Background: an optimization exercise with open tools, aiming at a short achievable clock period and few clock cycles. Do not read the settings as production practice. No run shown here included a check of the RTL's function; only the layout flow was run. Power is estimated from default activity; no workload was simulated.

<file path="design.v">
package mw_pkg;
    typedef logic [32-1:0] addr_t;
    typedef logic [32-1:0] word_t;
    typedef logic [31:0]               bytes_t;
    typedef logic [31:0]               words_t;
    typedef logic [8:0]                beats_t;    
    typedef logic [7:0]                axlen_t;
    localparam int BYTES_PER_WORD = 32 / 8;
    localparam logic [2:0] AXI_AWSIZE = 3'($clog2(BYTES_PER_WORD));
    localparam logic [1:0] AXI_AWBURST_INCR = 2'b01;
    localparam logic [BYTES_PER_WORD-1:0] AXI_WSTRB_ALL = '1;
    typedef struct packed {
        addr_t  base_addr;
        addr_t  high_addr;     
        bytes_t portion_size;
    } mem_cfg_t;
    typedef struct packed {
        addr_t  awaddr;
        axlen_t awlen;
    } aw_beat_t;
    typedef struct packed {
        word_t wdata;
        logic  wlast;
    } w_beat_t;
    typedef struct packed {
        words_t fifo_words;
        words_t remain_words;
        addr_t  cur_addr;
    } plan_in_t;
    typedef enum logic [2:0] {
        IDLE,
        WAIT_DATA,
        PLAN,
        WRITE,
        WAIT_B
    } engine_state_e;
endpackage
`timescale 1ns/10ps
module memory_writer (
    input  logic                                CLK,
    input  logic                                RESET,
    input  mw_pkg::word_t                       s_tdata,
    input  logic                                s_tvalid,
    output logic                                s_tready,
    output mw_pkg::aw_beat_t                    aw,
    output logic                                awvalid,
    input  logic                                awready,
    output logic [2:0]                          awsize,
    output logic [1:0]                          awburst,
    output mw_pkg::w_beat_t                     w,
    output logic                                wvalid,
    input  logic                                wready,
    output logic [mw_pkg::BYTES_PER_WORD-1:0]   wstrb,
    input  logic                                bvalid,
    output logic                                bready,
    input  mw_pkg::mem_cfg_t                    cfg,
    input  logic                                run,
    input  logic                                stop,
    output logic                                status,
    output logic                                done,
    output mw_pkg::bytes_t                      transmitted_bytes,
    output mw_pkg::addr_t                       current_address
);
    localparam int DEPTH = 32;
    localparam int PTR_W = $clog2(DEPTH);
    localparam int CNT_W = $clog2(DEPTH + 1);
    localparam int LIM   = 16;              
    assign awsize  = mw_pkg::AXI_AWSIZE;
    assign awburst = mw_pkg::AXI_AWBURST_INCR;
    assign wstrb   = mw_pkg::AXI_WSTRB_ALL;
    logic        start;
    logic        fin;
    logic        stop_seen;
    logic [29:0] cur;           
    logic [29:0] rem;           
    logic [29:0] base_q, high_q;
    logic [31:0] portion_q;
    logic        in_range;
    logic [29:0] cfg_base_w, cfg_high_w;
    assign start      = run && !status;
    assign cfg_base_w = cfg.base_addr[31:2];
    assign cfg_high_w = cfg.high_addr[31:2];
    assign in_range   = (rem >= cfg_base_w) && (rem < cfg_high_w);
    always_ff @(posedge CLK) begin
        base_q    <= cfg_base_w;
        high_q    <= cfg_high_w;
        portion_q <= cfg.portion_size;
    end
    logic [31:0]      mem [0:DEPTH-1];
    logic [PTR_W-1:0] wr_ptr, rd_ptr;
    logic [CNT_W-1:0] count, count_nx;
    logic             push, pop;
    assign push = s_tvalid && s_tready;
    always_ff @(posedge CLK) begin
        if (s_tready) mem[wr_ptr] <= s_tdata;
    end
    always_comb begin
        count_nx = count;
        case ({push, pop})
            2'b10:   count_nx = count + 1'b1;
            2'b01:   count_nx = count - 1'b1;
            default: count_nx = count;
        endcase
    end
    localparam logic [1:0] P_IDLE = 2'd0, P_INIT = 2'd1, P_A = 2'd2, P_B = 2'd3;
    logic [1:0]  pst;
    logic [29:0] pa;            
    logic [29:0] ph;            
    logic [30:0] pr;            
    logic [29:0] ring;          
    logic [4:0]  pc, hc, rc, pl, pl_q;
    logic        pwrap, pwrap_q;
    logic [29:0] pa_nx;
    logic [29:0] pq_addr [0:3];
    logic [29:0] pq_na   [0:3];
    logic [4:0]  pq_len  [0:3];
    logic [2:0]  pq_w, pq_a, pq_r;
    logic [2:0]  pq_used_a, pq_used_r;
    logic        pq_space;
    assign pq_used_a = pq_w - pq_a;
    assign pq_used_r = pq_w - pq_r;
    assign pq_space  = !pq_used_a[2] && !pq_used_r[2];
    always_comb begin
        pc = (pa[9:4] == 6'h3F) ? (5'd16 - {1'b0, pa[3:0]}) : 5'd16;
        hc = (ph[29:4] == '0) ? {1'b0, ph[3:0]} : 5'd16;
        rc = (pr[30:4] == '0) ? {1'b0, pr[3:0]} : 5'd16;
        pl = pc;
        if (hc < pl) pl = hc;
        if (rc < pl) pl = rc;
        pwrap = (ph[29:5] == '0) && (ph[4:0] == pl);
        pa_nx = pwrap_q ? base_q : pa + 30'(pl_q);
    end
    logic [5:0]  aw_cnt, ws_cnt, b_cnt;    
    logic [5:0]  aw_out, ws_out;
    logic [11:0] avail;                    
    logic        aw_load, w_load, aw_ok, w_ok, w_new;
    logic [4:0]  w_rem;                    
    logic [4:0]  w_len;
    logic [29:0] aw_addr;
    logic [3:0]  aw_len;
    logic [31:0] w_data;
    logic        w_last;
    logic [29:0] words_sent;
    logic        all_planned, quiet;
    assign aw_out = aw_cnt - b_cnt;
    assign ws_out = ws_cnt - b_cnt;
    always_comb begin
        aw_ok   = status && (pq_w != pq_a) && !avail[11] && (avail != '0)
                  && (aw_out < 6'(LIM)) && (!stop_seen || ws_cnt != aw_cnt);
        aw_load = aw_ok && (!awvalid || awready);
        w_new   = (w_rem == '0);
        w_ok    = status && (count != '0)
                  && (!w_new || ((pq_w != pq_r) && (ws_out < 6'(LIM))
                                 && (!stop_seen || aw_cnt != ws_cnt)));
        w_load  = w_ok && (!wvalid || wready);
        pop     = w_load;
        w_len   = w_new ? pq_len[pq_r[1:0]] : w_rem;
        all_planned = (pst == P_A) && (pr == '0) && (pq_w == pq_a) && (pq_w == pq_r);
        quiet   = !awvalid && !wvalid && w_new && (aw_cnt == ws_cnt) && (ws_cnt == b_cnt);
        fin     = status && quiet && (all_planned || stop_seen);
    end
    assign aw.awaddr = {aw_addr, 2'b00};
    assign aw.awlen  = {4'd0, aw_len};
    assign w.wdata   = w_data;
    assign w.wlast   = w_last;
    assign current_address   = {cur, 2'b00};
    assign transmitted_bytes = {words_sent, 2'b00};
    always_ff @(posedge CLK) begin
        if (pst == P_INIT) begin
            pa   <= cur;
            ph   <= high_q - cur;
            pr   <= {1'b0, portion_q[31:2]} + 31'(portion_q[1:0] != 2'b00);
            ring <= high_q - base_q;
        end else if (pst == P_B) begin
            pa <= pa_nx;
            ph <= pwrap_q ? ring : ph - 30'(pl_q);
            pr <= pr - 31'(pl_q);
        end
        if (pst == P_A) begin
            pl_q    <= pl;
            pwrap_q <= pwrap;
        end
        if (pst == P_B) begin
            pq_addr[pq_w[1:0]] <= pa;
            pq_na[pq_w[1:0]]   <= pa_nx;
            pq_len[pq_w[1:0]]  <= pl_q;
        end
        if (aw_load) begin
            aw_addr <= pq_addr[pq_a[1:0]];
            aw_len  <= 4'(pq_len[pq_a[1:0]] - 1'b1);
        end
        if (w_load) begin
            w_data <= mem[rd_ptr];
            w_last <= (w_len == 5'd1);
        end
    end
    always_ff @(posedge CLK) begin
        if (RESET) begin
            status     <= 1'b0;
            done       <= 1'b0;
            s_tready   <= 1'b0;
            bready     <= 1'b0;
            stop_seen  <= 1'b0;
            rem        <= '0;
            cur        <= '0;
            words_sent <= '0;
            pst        <= P_IDLE;
            wr_ptr     <= '0;
            rd_ptr     <= '0;
            count      <= '0;
            pq_w       <= '0;
            pq_a       <= '0;
            pq_r       <= '0;
            aw_cnt     <= '0;
            ws_cnt     <= '0;
            b_cnt      <= '0;
            avail      <= '0;
            awvalid    <= 1'b0;
            wvalid     <= 1'b0;
            w_rem      <= '0;
        end else begin
            done <= 1'b0;
            if (start) begin
                cur        <= in_range ? rem : cfg_base_w;
                status     <= 1'b1;
                bready     <= 1'b1;
                s_tready   <= 1'b1;
                stop_seen  <= 1'b0;
                words_sent <= '0;
                pst        <= P_INIT;
                wr_ptr     <= '0;
                rd_ptr     <= '0;
                count      <= '0;
                pq_w       <= '0;
                pq_a       <= '0;
                pq_r       <= '0;
                avail      <= '0;
            end else begin
                if (fin) begin
                    status <= 1'b0;
                    bready <= 1'b0;
                    done   <= all_planned;
                end
                s_tready <= status && !fin && (count_nx < CNT_W'(DEPTH));
                if (stop && status) stop_seen <= 1'b1;
                case (pst)
                    P_INIT: begin
                        rem <= cur;
                        pst <= P_A;
                    end
                    P_A: if (pr != '0 && pq_space) pst <= P_B;
                    P_B: begin
                        pq_w <= pq_w + 1'b1;
                        pst  <= P_A;
                    end
                    default: ;
                endcase
                if (push) wr_ptr <= wr_ptr + 1'b1;
                if (pop)  rd_ptr <= rd_ptr + 1'b1;
                count <= count_nx;
                if (aw_load) begin
                    awvalid <= 1'b1;
                    pq_a    <= pq_a + 1'b1;
                    aw_cnt  <= aw_cnt + 1'b1;
                    rem     <= pq_na[pq_a[1:0]];
                end else if (awready) begin
                    awvalid <= 1'b0;
                end
                avail <= avail + 12'(push) - (aw_load ? 12'(pq_len[pq_a[1:0]]) : 12'd0);
                if (w_load) begin
                    wvalid <= 1'b1;
                    w_rem  <= w_len - 1'b1;
                    if (w_new) begin
                        pq_r   <= pq_r + 1'b1;
                        ws_cnt <= ws_cnt + 1'b1;
                    end
                end else if (wready) begin
                    wvalid <= 1'b0;
                end
                if (wvalid && wready) words_sent <= words_sent + 1'b1;
                if (bvalid && bready) b_cnt <= b_cnt + 1'b1;
            end
        end
    end
endmodule
</file>
<file path="constraint.sdc">
create_clock -name core_clock -period 6.0 [get_ports {CLK}]
set_input_delay 1.2000 -clock core_clock [delete_from_list [all_inputs] [get_ports {CLK}]]
set_output_delay 1.2000 -clock core_clock [all_outputs]
set_load 0.01 [all_outputs]
</file>
<file path="run.sh">
#!/bin/bash
# synth_recipe.tcl (not shown) runs the flow's synth.tcl, then flattens the netlist and writes it again
# the make line also repeats each setting of config.mk as NAME=value (left out here)
make -C /OpenROAD-flow-scripts/flow DESIGN_CONFIG=/design/flow/config.mk WORK_HOME=/design/flow/orfs CLKGATE_MAP_FILE= SYNTH_SCRIPT=/design/flow/synth_recipe.tcl finish
</file>
<file path="config.mk">
export PLATFORM = sky130hd
export DESIGN_NAME = memory_writer
export DESIGN_NICKNAME = memory_writer
export VERILOG_FILES = /design/flow/design.v
export SDC_FILE = /design/flow/constraint.sdc
export NUM_CORES = 4
export LEC_CHECK = 0
export CAP_MARGIN = 20
export CORE_MARGIN = 2
export CORE_UTILIZATION = 40
export SLEW_MARGIN = 20
</file>
==> results of run 1 <==
-- worst max path at each step --
stage,depth (start not counted),slack [ns],end,from
after CTS,21,0.28,pwrap_q$_DFFE_PN_,ph[15]$_DFFE_PN_
after global placement,21,0.31,pwrap_q$_DFFE_PN_,ph[15]$_DFFE_PN_
after detailed placement,21,0.33,pwrap_q$_DFFE_PN_,ph[15]$_DFFE_PN_
after floorplan,22,0.29,avail[10]$_SDFF_PP0_,pq_a[1]$_SDFFE_PP0P_
after global routing,21,0.06,pwrap_q$_DFFE_PN_,ph[15]$_DFFE_PN_
final,21,0.41,pwrap_q$_DFFE_PN_,ph[15]$_DFFE_PN_
-- power by group --
group / leakage (µW) / internal, µW / switching [µW]
Clock: 0.00288 / 6410 / 4750
Combinational: 0.00972 / 626 / 864
Sequential: 0.0154 / 13300 / 193
-- flip-flops by register name, summed over array words and instances, names as in the netlist, 31 cells and up, named ones only --
| signal | cells |
|---|---|
| mem | 1024 |
| pq_na | 120 |
| w_data | 32 |
| portion_q | 32 |
| pq_addr | 120 |
| pr | 31 |
-- layout make-up --
class	instances	share of cell area
Inverter	203	0.008991
Timing Repair Buffer	340	0.03912
Tap cell	2370	0.03493
Antenna cell	4	0.0001179
Sequential cell	1732	0.5830
Clock inverter	98	0.01229
Clock buffer	239	0.05785
Multi-Input combinational cell	2299	0.2637
-- cell families after synthesis --
group / Yosys count / synth area share
xor gates and xnor gates: 225 / 0.02695
other: 2 / 0.0001027
adders and majority gates: 204 / 0.03563
and+or+nand+nor: 806 / 0.05255
DFF: 1732 / 0.6765
muxes: 525 / 0.1395
AOI/OAI and AO/OA: 520 / 0.04653
buffers and inverters: 406 / 0.02216
-- critical path, delay by kind of cell, from the launching register on --
| kind | cells | cell delay, ns |
|---|---|---|
| buf+inv | 1 | 0.09 |
| compound gates | 9 | 1.68 |
| mux | 1 | 0.29 |
| fa+ha+maj | 2 | 0.45 |
| flops | 1 | 0.45 |
| simple gates | 8 | 2.46 |
-- layout by cell type, fill, tap and decap left out, drive strengths merged, types with 8 or more instances in the layout --
cell           instances
and2                  13
clkdlybuf4s50        257
nor2                 289
xnor2                111
a21o                  68
o21a                  16
edfxtp              1478
a21boi                 8
conb                  19
nand3b                 8
a21oi                101
nor2b                 25
bufinv                14
mux4                 390
xor2                 114
nor4                  16
clkbuf               239
nand4                 44
nand2                200
o31ai                 16
o211ai                15
inv                  209
and4                  10
nand3                 48
and3                  29
o21bai                15
mux2                  55
nand2b                21
ha                   197
dfxtp                254
mux2i                 80
buf                   83
nor3                  42
a31oi                 10
or3                   24
or4                   14
a211oi                82
clkinv                73
o21ai                138
-- cell usage after synthesis (all sizes together), types with 24 or more instances --
master,n,share of area
nand2,200,0.010
o21ai,138,0.0094
and3,29,0.0025
or3,24,0.0021
a211oi,82,0.0084
nor2,289,0.015
nand3,48,0.0034
xnor2,111,0.013
dfxtp,254,0.070
inv,202,0.010
mux2,55,0.0085
a21o,68,0.0071
nand4,44,0.0038
edfxtp,1478,0.61
xor2,114,0.014
mux2i,80,0.011
mux4,390,0.12
clkbuf,132,0.0068
nor2b,25,0.0021
buf,71,0.0050
nor3,42,0.0030
ha,197,0.034
a21oi,101,0.0069
-- per-stage QoR --
| stage | setup WS [ns] | total power [µW] | instances | hold slack, ns | util |
|---|---|---|---|---|---|
| detailed placement | 0.3290 | 15210 | 6944 | 0.4999 | 0.4359 |
| floorplan | 0.2874 | 14600 | 4437 | 0.4756 | - |
| global placement | 0.3051 | 15180 | 6940 | 0.4866 | 0.4354 |
| CTS | 0.2764 | 26380 | 7281 | 0.5098 | 0.4688 |
| finish | 0.4075 | 26110 | 7285 | 0.5030 | 0.4687 |
| global route | 0.05882 | 27010 | 7284 | 0.5513 | 0.4687 |
-- layer usage --
layer | vias up | wire, µm | global-route usage
li1 | 17880 | - | -
met1 | 20530 | 77180 | 0.2608
met2 | 1047 | 87160 | 0.3138
met3 | 234 | 8981 | 0.02985
met4 | 2 | 3908 | 0.05119
met5 | - | 13 | 0
==> out/results.txt, run 1 <==
The run finished with no timing, DRC or antenna violations. The cell area reported after detailed placement came out at 0.07895 mm². Setup total negative slack on the finished layout was measured at 0 ns. Setup slack on the worst reg-to-reg path comes out at 0.41 ns. The multi-input logic area came out at 0.02239 mm². Setup repair after global routing left no endpoint under its margin. The highest cell delay on the worst timing path works out to 0.70 ns. Among all stages on the critical path, the largest delay is contributed by sky130_fd_sc_hd__or4_1. The maximum clock skew at final layout was 0.05509 ns; the number of enable-type register cells in the synthesized netlist was 1,478. For the worst setup path, the data required time is 6.63 ns.

The fraction of final layout cells sized beyond drive strength 1 was 0.1755; the final weighted congestion in routability-driven placement was 0.8637. The total of buffers placed on input and output ports was 264. The mean routed wirelength per cell works out to 24.33 µm.

The net count reported at finish was 5,100; the total via count after detailed routing was 39,690. Dividing total power by cell area gives a power density of 307.6 mW/mm². In this run, synthesis produced a sequential element count of 1,732. The insertion delay of the later-clocked pin in the worst-skew pair came out at 0.83 ns. The cell area that synthesis handed to floorplanning was 0.07312 mm².

For the worst setup path, the data arrival time is 6.22 ns. The sequential standard cell area is 0.04949 mm². The kind of start point of the critical path is a flip-flop.

The path class of the tightest hold or removal check is flip-flop to flip-flop. The via count of the first global-routing pass was 40,470. The logs give 0 for the final count of pins violating max slew and 0.6765 for the portion of the post-synthesis area used by sequential elements. Pin count of the biggest net entering global routing: 79. For this run, design rule violations remaining after detail routing come to 0. Among the stages of the critical path, the cell type that occurs most often is sky130_fd_sc_hd__a21o_1.

The die footprint was 0.1862 mm²; the setup-violating endpoint count in the final report was 0. The tightest slew margin relative to the limit was 0.2782; the first-pass GRT wire length was 263.5 mm. The count of H-tree levels built during CTS came out at 4. The core outline area is 0.1811 mm².

The total overflow left after global routing is 0. Of all nets on the critical path, the largest fanout is 12. The share of flip-flops with an asynchronous set or reset after synthesis works out to 0. End of the worst register-to-register path: pwrap_q$_DFFE_PN_. Detailed placement ended at an HPWL of 108.6 mm. For the number of antenna violations at the first check in global routing, the log shows 7. The number of cells on the worst reg-to-reg path is 21, and the warning count from the yosys run is 1. Startpoint of the worst hold path: words_sent[15]$_SDFFE_PP0P_.

The cell sitting at the root of the clock tree is a sky130_fd_sc_hd__clkbuf_16. For the total of cells resized after clock tree synthesis, the log shows 0. The minimum clock period after layout works out to 5.593 ns. The startpoint identified for the worst register-to-register timing path is ph[15]$_DFFE_PN_. The finished cells cover 0.08489 mm². TritonCTS created 184 clock buffers. Die span in y: 431.5 µm.

TritonCTS built the clock tree. Summed over all cells, the static leakage comes to 0.02803 µW. Each instance of the synthesized netlist takes up on average 16.54 µm². Kind of end point of the critical path: a flip-flop. For the pin with the worst max-slew slack, the measured transition is 1.079 ns.

Counting distinct cell types in the post-synthesis netlist gives 82. For the length of the first detailed-routing pass in iterations, the log shows 7. The worst hold path terminates at words_sent[15]$_SDFFE_PP0P_. For the wire length reported by the detailed router, the log shows 177.2 mm.

Counting the fill cells in the layout gives 15,410. The clock edge transition at the registers on the reported setup and hold paths is 0.06 ns, and the x dimension of the die is 431.5 µm. The effective utilization at floorplan came out at 0.4037. IR analysis of the VDD net gives a maximum drop of 0.2727 mV. The hold-fix buffer count after cts was 0. The run gives 0.1788 GHz as the peak clock frequency supported by timing. The logs give 4,420 for the cell count after synthesis and 156 for the number of cell rows. The final clock period utilization by the worst path is 0.9321.

The run gives 0 as the hold violation total from the final report. The type of the setup path with the least slack is flip-flop to flip-flop. After detailed routing, the number of vias per cell comes to 5.448. In this run the post-CTS setup repair buffer count came out at 0. The layout overhead on the synthesized area came out at 16.10%. The number of max-cap violations came out at 0. For the number of DRC markers in iteration 0, the log shows 3,307. For this design the top-level I/O count stands at 288. For this run, the leading register cell type out of synthesis is sky130_fd_sc_hd__edfxtp_1. In this run the remaining antenna-violating nets after routing total 0. For the aggregate global-route resource usage, the log shows 0.1896.

The CTS sink count was 1,732. The signal on the critical path passes through or4_1 -> nor3_4 -> nand3_2 -> nor2_4 -> inv_2 -> nor2_1 -> ha_1 -> a32oi_1 -> o211a_4 -> or2_2 -> a21oi_2 -> ha_1 -> a21o_1 -> a21o_1 -> a21o_1 -> a21o_1 -> or4_4 -> o311ai_4 -> mux2i_1 -> o2111ai_1 -> nor3_1. The worst hold path was traced through 2 stages. The clock tree buffer depth came out at 3.
==> run 2: changes to the inputs <==
--- a/design.v
+++ b/design.v
@@ -63,3 +63,3 @@
 );
-    localparam int DEPTH = 32;
+    localparam int DEPTH = 16;
     localparam int PTR_W = $clog2(DEPTH);
@@ -144,7 +144,9 @@
     logic        all_planned, quiet;
+    logic [5:0]  w_lead;                   
     assign aw_out = aw_cnt - b_cnt;
     assign ws_out = ws_cnt - b_cnt;
+    assign w_lead = ws_cnt - aw_cnt;
     always_comb begin
         aw_ok   = status && (pq_w != pq_a) && !avail[11] && (avail != '0)
-                  && (aw_out < 6'(LIM)) && (!stop_seen || ws_cnt != aw_cnt);
+                  && (aw_out < 6'(LIM)) && (!stop_seen || (w_lead != '0 && !w_lead[5]));
         aw_load = aw_ok && (!awvalid || awready);
@@ -153,3 +155,3 @@
                   && (!w_new || ((pq_w != pq_r) && (ws_out < 6'(LIM))
-                                 && (!stop_seen || aw_cnt != ws_cnt)));
+                                 && (!stop_seen || w_lead[5])));
         w_load  = w_ok && (!wvalid || wready);
--- a/config.mk
+++ b/config.mk
@@ -7,5 +7,7 @@
 export LEC_CHECK = 0
+export ABC_CLOCK_PERIOD_IN_PS = 2000
 export CAP_MARGIN = 20
 export CORE_MARGIN = 2
-export CORE_UTILIZATION = 40
+export CORE_UTILIZATION = 55
+export SETUP_SLACK_MARGIN = 3.6
 export SLEW_MARGIN = 20
==> out/results.txt, run 2 <==
The run finished with no timing, DRC or antenna violations. The most used flip-flop cell after synthesis is sky130_fd_sc_hd__edfxtp_1. The die is 317.1 µm tall. The routed layout has 36,520 vias. The die covers 0.1006 mm².

The warning count from the yosys run was 1; the arrival time at the worst endpoint was 6.23 ns. Based on the critical path, the design can be clocked at up to 0.1775 GHz. Worst slack at placement: 0.09763 ns. The final count of pins violating max slew was 0; the tightest slew margin relative to the limit was 0.1968. The final layout contains routed wiring with a total length of 155.2 mm. The H-tree generated during clock tree synthesis spans 4 levels. The run gives 1,217 as the CTS sink count. The register with the most flip-flops in the final layout is mem.

The run gives 11 as the number of antenna violations at the first check in global routing. On the critical path the largest part of the delay comes from compound AO/OA/AOI/OAI gates. The register with the most flip-flops in the layout has 512 of them. Among all stages on the critical path, the largest delay is contributed by sky130_fd_sc_hd__or4_4.

The first-pass GRT wire length was 224.4 mm. The post-detailed-route DRC marker count came out at 0. The aggregate global-route resource usage was 0.3028; the number of buffer and inverter stages on the critical path was 1.

Summing every instance area after synthesis gives 0.05392 mm². The hold-fix buffer count after cts was 0; the average cell area after synthesis was 13.47 µm². Synthesis inferred 1,217 register bits. The kind of end point of the critical path is a flip-flop. For the number of DRC markers in iteration 0, the log shows 3,278. The cell taking the most area after synthesis is sky130_fd_sc_hd__edfxtp_1. Setup repair after global routing could not meet its margin everywhere. The run gives 35,730 as the via count of the first global-routing pass. By instance count, the leading cell after synthesis is sky130_fd_sc_hd__edfxtp_1.

The logs give 0 for the hold violation total from the final report and 0.03429 mm² for the sequential standard cell area. TritonCTS built the clock tree. The tools report the net count reported at finish as 5,028. The type of the setup path with the least slack was flip-flop to flip-flop. Port buffering added 264 buffers.

The congestion estimate from routability-driven global placement came to 0.8596. Final clock period utilization by the worst path: 0.9388. Traced cell by cell, the critical path runs through or4_4 -> or4_4 -> nor3_4 -> inv_2 -> nor2_2 -> ha_1 -> o21a_1 -> o221a_2 -> o221a_1 -> o21a_2 -> mux2_4 -> ha_4 -> a21o_1 -> a21o_1 -> a21o_1 -> a21o_1 -> o311a_4 -> mux2i_2 -> xor2_1 -> nor4_2 -> and4_1. Clock skew on the completed layout was measured at 0.02261 ns.

Summed over all cells, the static leakage comes to 0.02535 µW. The share of flip-flops with an asynchronous set or reset after synthesis came out at 0. The I/O pin count is 288, and the clock tree buffer depth is 3. Max-cap violations in this run came to 0. The effective utilization at floorplan is 0.5559. After technology mapping, the gate count stands at 4,003. The ratio of total power to cell area is 277.6 mW/mm², and the number of distinct library cells after synthesis is 76.

In the post-synthesis netlist, the biggest area contributors are sky130_fd_sc_hd__edfxtp_1 (54%), sky130_fd_sc_hd__dfxtp_1 (9.3%), sky130_fd_sc_hd__mux4_2 (5.6%). Entering global routing, the biggest net connects 82 pins. For the final routed database, the setup TNS stands at 0 ns. For the multi-input logic area, the log shows 0.02214 mm². Compared with the post-synthesis result, the final layout area differs by 31.04%. The fraction of final layout cells sized beyond drive strength 1 was 0.3466; the area share of the leading cell type in the synthesized netlist was 0.5380.

Maximum fanout along the worst path: 4. The worst setup path is launched from a flip-flop. The aggregate global routing overflow is 0, and the setup slack after layout is 0.3671 ns.

After clock tree synthesis, the clock-pin slew on the worst setup and hold paths is 0.06 ns. For the core outline area, the log shows 0.09699 mm². The most numerous cell type found on the critical path is sky130_fd_sc_hd__a21o_1. The data required time at the worst endpoint was 6.60 ns; the transition time at the pin with the least slew margin was 1.205 ns. The worst IR drop on VDD is 0.3128 mV. Clock tree synthesis selected as its root buffer the cell sky130_fd_sc_hd__clkbuf_16.

The count of nets left with antenna violations once routing finished came out at 0. After layout, the minimum clock period comes to 5.633 ns. The length of the first detailed-routing pass in iterations was 5; the portion of the post-synthesis area used by sequential elements was 0.6312. The tightest min-delay check is of the flip-flop to flip-flop type. The synthesized design contains 966 enable-type register cells.

After detailed routing, the average wire length per cell comes to 25.58 µm. Commonest non-fill, non-tap cell in the layout: sky130_fd_sc_hd__edfxtp_1. For the insertion delay of the later-clocked pin in the worst-skew pair, the log shows 0.75 ns. In the routed layout, each cell is associated on average with a via count of 6.016. The run gives 86.25 mm as the HPWL after detailed placement.

The x dimension of the die is 317.1 µm, and the total clock buffers created by CTS is 130. The run gives 6,349 as the number of fill cells. Leaving out fill and tap cells, the most frequent cells in the layout are sky130_fd_sc_hd__edfxtp_1 (966), sky130_fd_sc_hd__nand2_1 (253), sky130_fd_sc_hd__buf_4 (248). In this design, the stage delay of the slowest critical-path cell is 0.57 ns. The tools report the setup-violating endpoint count in the final report as 0. The number of cell rows is 114.

The commonest cells after synthesis are sky130_fd_sc_hd__edfxtp_1 (966), sky130_fd_sc_hd__nand2_1 (275), sky130_fd_sc_hd__dfxtp_1 (251).
-- run 2: cell types whose count changed after synthesis, sizes merged, moves of 16 or more --
| cell | change |
|---|---|
| a22oi | +32 |
| nand4 | -16 |
| nand2 | +75 |
| edfxtp | -512 |
| nor2 | -44 |
| a21o | -26 |
| a211oi | -36 |
| a221oi | +31 |
| mux4 | -256 |
| a311oi | +33 |
| mux2i | +38 |
| nand3 | +42 |
| a21oi | +121 |
| o21ai | +101 |
-- run 2: tightest hold or removal path: stages, from the launching register on --
cell                      delay, ns
sky130_fd_sc_hd__dfxtp_1       0.32
sky130_fd_sc_hd__nand2_1       0.06
sky130_fd_sc_hd__a21oi_1       0.05
-- run 2: kinds of logic (layout without fill, tap and decap cells) --
group	after synthesis	after routing	share of synthesized area
AND/OR/NAND/NOR	884	886	0.07690
adder cells (fa/ha/maj)	209	209	0.04961
multiplexers	303	303	0.08853
other	2	27	0.0001393
XOR/XNOR	225	225	0.03655
AO/OA/AOI/OAI	760	760	0.08748
buffers and inverters	403	1167	0.02961
flip-flops	1217	1217	0.6312
-- run 2: timing repair --
item | 4_1_cts | 5_1_grt
pin swaps | 274 | 192
setup endpoints to repair | 589 | 541
gates cloned | 32 | 3
resized for setup | 1360 | 310
setup buffers | 269 | 95
-- run 2: where the power goes --
part | switching [µW] | internal (µW) | leakage (µW)
clock | 3320 | 4560 | 0.00206
sequential | 184 | 9300 | 0.0109
combinational | 1200 | 1050 | 0.0124
-- run 2: path summary, 6_finish.rpt --
check | depth (start not counted) | slack, ns | start | end
setup reg to reg | 21 | 0.37 | ph[25]$_DFFE_PN_ | pwrap_q$_DFFE_PN_
hold / removal | 2 | 0.48 | w_rem[4]$_SDFFE_PP0P_ | w_rem[4]$_SDFFE_PP0P_
hold reg to reg | 2 | 0.48 | w_rem[4]$_SDFFE_PP0P_ | w_rem[4]$_SDFFE_PP0P_
setup / recovery | 21 | 0.37 | ph[25]$_DFFE_PN_ | pwrap_q$_DFFE_PN_
-- run 2: per-stage QoR --
stage               cell area, µm²  total power, µW  hold slack, ns  utilization  cells
finish                       70660            19610          0.4788       0.7285   6070
global route                 70650            20190          0.4888       0.7284   6067
CTS                          68400            19450          0.4736       0.7052   5964
detailed placement           59000            11170          0.4657       0.6083   5428
global placement             59000            11150          0.4522       0.6083   5428
floorplan                    55210            10630          0.4391            -   4020
-- run 2: layout make-up --
cell class / count / area share
Sequential cell: 1217 / 0.4852
Multi-Input combinational cell: 2402 / 0.3134
Timing Repair Buffer: 713 / 0.1051
Clock buffer: 174 / 0.05174
Tap cell: 1276 / 0.02260
Inverter: 213 / 0.01266
Clock inverter: 61 / 0.007490
Timing Repair inverter: 6 / 0.001576
Antenna cell: 8 / 0.0002833
-- run 2: routing by layer --
layer / global-route usage / wire length (µm)
met2: 0.5080 / 77260
met3: 0.04441 / 10040
met1: 0.3988 / 61890
met5: 0 / 23
met4: 0.1233 / 6033

==> static timing again, ports no longer ideal <==
The flow's constraints put no driver on any port. The routed layouts listed below were extracted and timed again, unchanged, in two steps. Step 1 sets driving cells, clkbuf_16 on the clock port and buf_2 on the other inputs (assumed; they add their load-dependent delay and slew). Step 2 also shifts input and output timing later by t, the mid clock arrival at the registers, as if the neighbouring blocks saw the same clock. a / b / c = no drivers / after step 1 / after step 2; a / b = the first two.
run	shift t [ns]	setup slack, ns	pins driven straight from the clock port
run 1	0.888	0.408 / 0.408 / 0.408	1
run 2	0.816	0.367 / 0.367 / 0.367	1
After both steps every run listed still meets setup and hold.
